Background: an optimization exercise with open tools, aiming at small area and a short achievable clock period. Do not read the settings as production practice.
Where RTL was checked, it was by simulation tests only, not by an equivalence proof against the original.
Power is estimated from default activity; no workload was simulated.

## fp32_mul
module fp32_mul
(
    input  logic        clk,
    input  logic        rst_n,
    input  logic [31:0] a,
    input  logic [31:0] b,
    input  logic        in_valid,
    output logic        out_valid,
    output logic [31:0] result
);
    logic [7:0]  ea, eb;
    logic        ha, hb, fza, fzb, ea_max, eb_max;
    logic        a_zero, b_zero, a_inf, b_inf, a_nan, b_nan;
    logic        r_nan, r_inf, r_zero;
    logic [23:0] sa, sb;
    logic [12:0] bd_one, bd_two, bd_neg;
    logic [4:0]  lz_a, lz_b;
    assign ea     = a[30:23];
    assign eb     = b[30:23];
    assign ha     = |ea;
    assign hb     = |eb;
    assign ea_max = &ea;
    assign eb_max = &eb;
    assign fza    = ~|a[22:0];
    assign fzb    = ~|b[22:0];
    assign a_zero = ~ha & fza;
    assign b_zero = ~hb & fzb;
    assign a_inf  = ea_max & fza;
    assign b_inf  = eb_max & fzb;
    assign a_nan  = ea_max & ~fza;
    assign b_nan  = eb_max & ~fzb;
    assign sa     = {ha, a[22:0]};
    assign sb     = {hb, b[22:0]};
    assign r_nan  = a_nan | b_nan | (a_inf & b_zero) | (b_inf & a_zero);
    assign r_inf  = ~r_nan & (a_inf | b_inf);
    assign r_zero = ~r_nan & ~r_inf & (a_zero | b_zero);
    always_comb begin
        for (int k = 0; k < 13; k++) begin
            logic y2, y1, y0;
            y2 = (2*k+1 < 24) ? sb[2*k+1] : 1'b0;
            y1 = (2*k   < 24) ? sb[2*k]   : 1'b0;
            y0 = (k > 0)      ? sb[2*k-1] : 1'b0;
            bd_neg[k] = y2;
            bd_one[k] = y1 ^ y0;
  ...
clock: 8.5 ns
lec_check: 0
cap_margin: 20
core_margin: 2
core_utilization: 40
cts_cluster_diameter: 100
cts_cluster_size: 25
slew_margin: 20
synth_hierarchical: 1
synth_minimum_keep_size: 0
tns_end_percent: 5
standard.sh (not shown) runs the stock make flow with config.mk's settings and CLKGATE_MAP_FILE= SYNTH_SCRIPT=/design/flow/synth_recipe.tcl, a recipe that flattens the netlist after the stock synthesis.
==> flow/flow/run.sh <==
#!/bin/bash
# Own layout flow: the standard layout (standard.sh, ORFS from synthesis
# to finish, synthesis unchanged) with two changes to how the layout is made:
#  - repair_timing aims below the clock period: a path with less than
#    SETUP_SLACK_MARGIN ns of setup slack is treated as one to fix;
#  - the port buffers that buffer_ports inserts on every input and output
#    are sky130_fd_sc_hd__buf_2 rather than the cell it picks by default.
# Each tool's full output stays in orfs/logs; make's output in standard.log.
set -euo pipefail
export SETUP_SLACK_MARGIN=5.3
export BUFFER_PORTS_ARGS="-buffer_cell sky130_fd_sc_hd__buf_2"
bash standard.sh > standard.log 2>&1
Rerun with:
Settings changed: PLACE_DENSITY set to 0.45, TNS_END_PERCENT 5 to unset.
The new run completed with no timing, DRC or antenna violations; clock power rose by about 10%; synthesized area is unchanged; maximum frequency rose by about 4.4%; clock-buffer cell count rose by 2; die area does not change; setup slack gains 0.14 ns; power rose by about 6.5%; final cell count rose by about 1%; design area rose by about 2.5%.
Rerun with:
Settings changed: CORE_UTILIZATION 40 to 55, CTS_CLUSTER_DIAMETER 100 to unset, CTS_CLUSTER_SIZE 25 to unset, PLACE_DENSITY 0.45 to unset.
The changed run finished with timing, DRC and antenna clean.
Final area is about the same.
Power went up by 2.3%.
Critical path depth is unchanged.
Synthesized area is unchanged.
Via count climbs by about 1.7%.
Setup slack loses 0.027 ns.
Maximum frequency falls by 0.86%.
Clock-buffer cell count went up by 32.
Wire length is lower by about 8%.
Global-route usage went up by 7.1 points.
Sequential share of layout area is about the same.
Rerun with:
Settings changed: CORE_UTILIZATION 55 to 40, CTS_CLUSTER_DIAMETER set to 100, CTS_CLUSTER_SIZE set to 25.
Wire length fell by about 2.1%.
Via count fell by 0.53%.
Sequential cell count does not change.
Cell area fell by 1.9%.
Hold slack barely changes.
Count of clock-buffer cells in the layout fell by 35.
Combinational power fell by about 4%.
Clock power fell by about 37%.
Rerun with:
Settings changed: PLACE_DENSITY set to 0.75.
What happened: The new run finished clean. Routed wire length went down by about 7%. Critical path depth is unchanged. Global-route usage went down by 1.6 points. Cell area stays flat.


== lane 3 ==
fp32_mul, a different RTL version from the one above (not shown whole).
For scale: roughly 2300 cells after synthesis, roughly 400 flip-flops, roughly 100 I/O pins, roughly 0.026 sq mm of cells after synthesis.
==> flow/config.mk <==
export PLATFORM = sky130hd
export DESIGN_NAME = fp32_mul
export DESIGN_NICKNAME = fp32_mul
export VERILOG_FILES = /design/flow/design.v
export SDC_FILE = /design/flow/constraint.sdc
export NUM_CORES = 4
export LEC_CHECK = 0
export CAP_MARGIN = 20
export CORE_MARGIN = 2
export CORE_UTILIZATION = 40
export CTS_CLUSTER_DIAMETER = 100
export CTS_CLUSTER_SIZE = 25
export SLEW_MARGIN = 20
export SYNTH_HIERARCHICAL = 1
export SYNTH_MINIMUM_KEEP_SIZE = 0
==> flow/constraint.sdc <==
create_clock -name core_clock -period 8.5 [get_ports {clk}]
set_input_delay 1.7000 -clock core_clock [delete_from_list [all_inputs] [get_ports {clk}]]
set_output_delay 1.7000 -clock core_clock [all_outputs]
set_load 0.01 [all_outputs]
Scripts as last shown in full above: flow/flow/run.sh
Lane 3 has completed all stages; timing, DRC and antenna checks passed.
diff inputs: lane 3 => lane 5
-- flow/flow/run.sh --
<<< lane 3, line 10
export SETUP_SLACK_MARGIN=5.3
>>> lane 5, line 10
export SETUP_SLACK_MARGIN=5.5
Results
When lane 5 is measured against lane 3, its delay of the slowest cell on the worst path turns out 0.39 ns lower.
Lane 5 gives more final critical-path setup slack than lane 3 did.
Relative slew slack ended up 14 points higher on lane 5 than on lane 3.
Taking lane 3 as the reference, in lane 5 post-route worst hold slack was more or less identical, number of remaining DRC errors ~0 delta.


fjord:
Another version of the RTL of fp32_mul (not shown whole).
Size: about 2100 cells after synthesis, ~23000 um^2 of cells after synthesis.
export LEC_CHECK = 0
export CAP_MARGIN = 20
export CORE_MARGIN = 2
export CORE_UTILIZATION = 40
export SETUP_SLACK_MARGIN = 4.5
export SLEW_MARGIN = 20
export SYNTH_HIERARCHICAL = 1
export SYNTH_MINIMUM_KEEP_SIZE = 0
create_clock -name core_clock -period 8.5 [get_ports {clk}]
run.sh (not shown) runs the stock make flow with config.mk's settings and CLKGATE_MAP_FILE= SYNTH_SCRIPT=/design/flow/synth_recipe.tcl, a recipe that flattens the netlist after the stock synthesis.
Stock flow here: none of the scripts above is used.
Modified inputs, harbor compared to fjord
- swapping 4.5 for 5 in SETUP_SLACK_MARGIN
Results
harbor vs. fjord: post-route fraction of the period consumed by the critical path has remained practically unchanged; utilization +5.6 points; count of clock-buffer cells in the layout decreased by 1 relative to the old numbers.
fa_1 as the cell with the largest stage delay on the worst path was reported by fjord, and mux4_2 by harbor.
Cmp fjord and harbor / fmax / higher: harbor
Looking at the reports, harbor completed the entire flow and the layout it produced met the timing, design-rule and antenna checks.
Compare fjord and harbor | internal power consumption higher: harbor
The clock latency reported for the late side of the worst-skew pair of harbor is higher than that of fjord.
The met3 demand-to-capacity share in global routing of harbor is higher than that of fjord.
Area growth from synthesis to layout came out higher on harbor than on fjord.
Function was not checked in any run of this note: the RTL went through the layout flow alone.

separate check: timing with driven ports:
The results above use ideal ports. As a check the final layouts listed here were re-extracted and re-timed, cells and wires unchanged.
Step 1 (the two cells are an assumption about what drives the block):
set clk [get_ports {clk}]
set_driving_cell -lib_cell sky130_fd_sc_hd__clkbuf_16 $clk
set_driving_cell -lib_cell sky130_fd_sc_hd__buf_2 [delete_from_list [all_inputs] $clk]
Step 2 adds t to the input delays and takes it off the output delays; t is the mean of the earliest and latest rising clock arrival at the registers after step 1. Input paths then give back, and output paths get back, about the clock's delay inside the block.
Three values: ideal, step 1, step 2; two values: the first two.
| run | shift t [ns] | setup slack, ns | worst hold slack (ns) | worst setup path at the end |
|---|---|---|---|---|
| the first run of note 1 | 0.611 | 5.229 / 5.229 / 4.712 | 0.331 / 0.331 / 0.331 | input to register |
| the second run of note 1 | 0.651 | 5.367 / 5.367 / 4.936 | 0.328 / 0.328 / 0.328 | input to register |
| the third run of note 1 | 0.631 | 5.340 / 5.340 / 4.913 | 0.324 / 0.324 / 0.324 | input to register |
| the fourth run of note 1 | 0.627 | 5.315 / 5.315 / 4.869 | 0.324 / 0.324 / 0.324 | input to register |
| the fifth run of note 1 | 0.613 | 5.285 / 5.285 / 5.128 | 0.310 / 0.310 / 0.310 | input to register |
| lane 3 | 0.631 | 5.354 / 5.354 / 4.863 | 0.331 / 0.331 / 0.331 | input to register |
| lane 5 | 0.625 | 5.528 / 5.528 / 5.151 | 0.329 / 0.329 / 0.329 | input to register |
| fjord | 0.639 | 4.566 / 4.566 / 4.087 | 0.330 / 0.330 / 0.330 | input to register |
| harbor | 0.661 | 4.579 / 4.579 / 4.487 | 0.325 / 0.325 / 0.325 | input to register |
After both steps setup and hold are still met in every run listed. The setup slack of the first run of note 1, which loses most, moves by 0.000 ns with the drivers and by -0.517 ns with both steps.
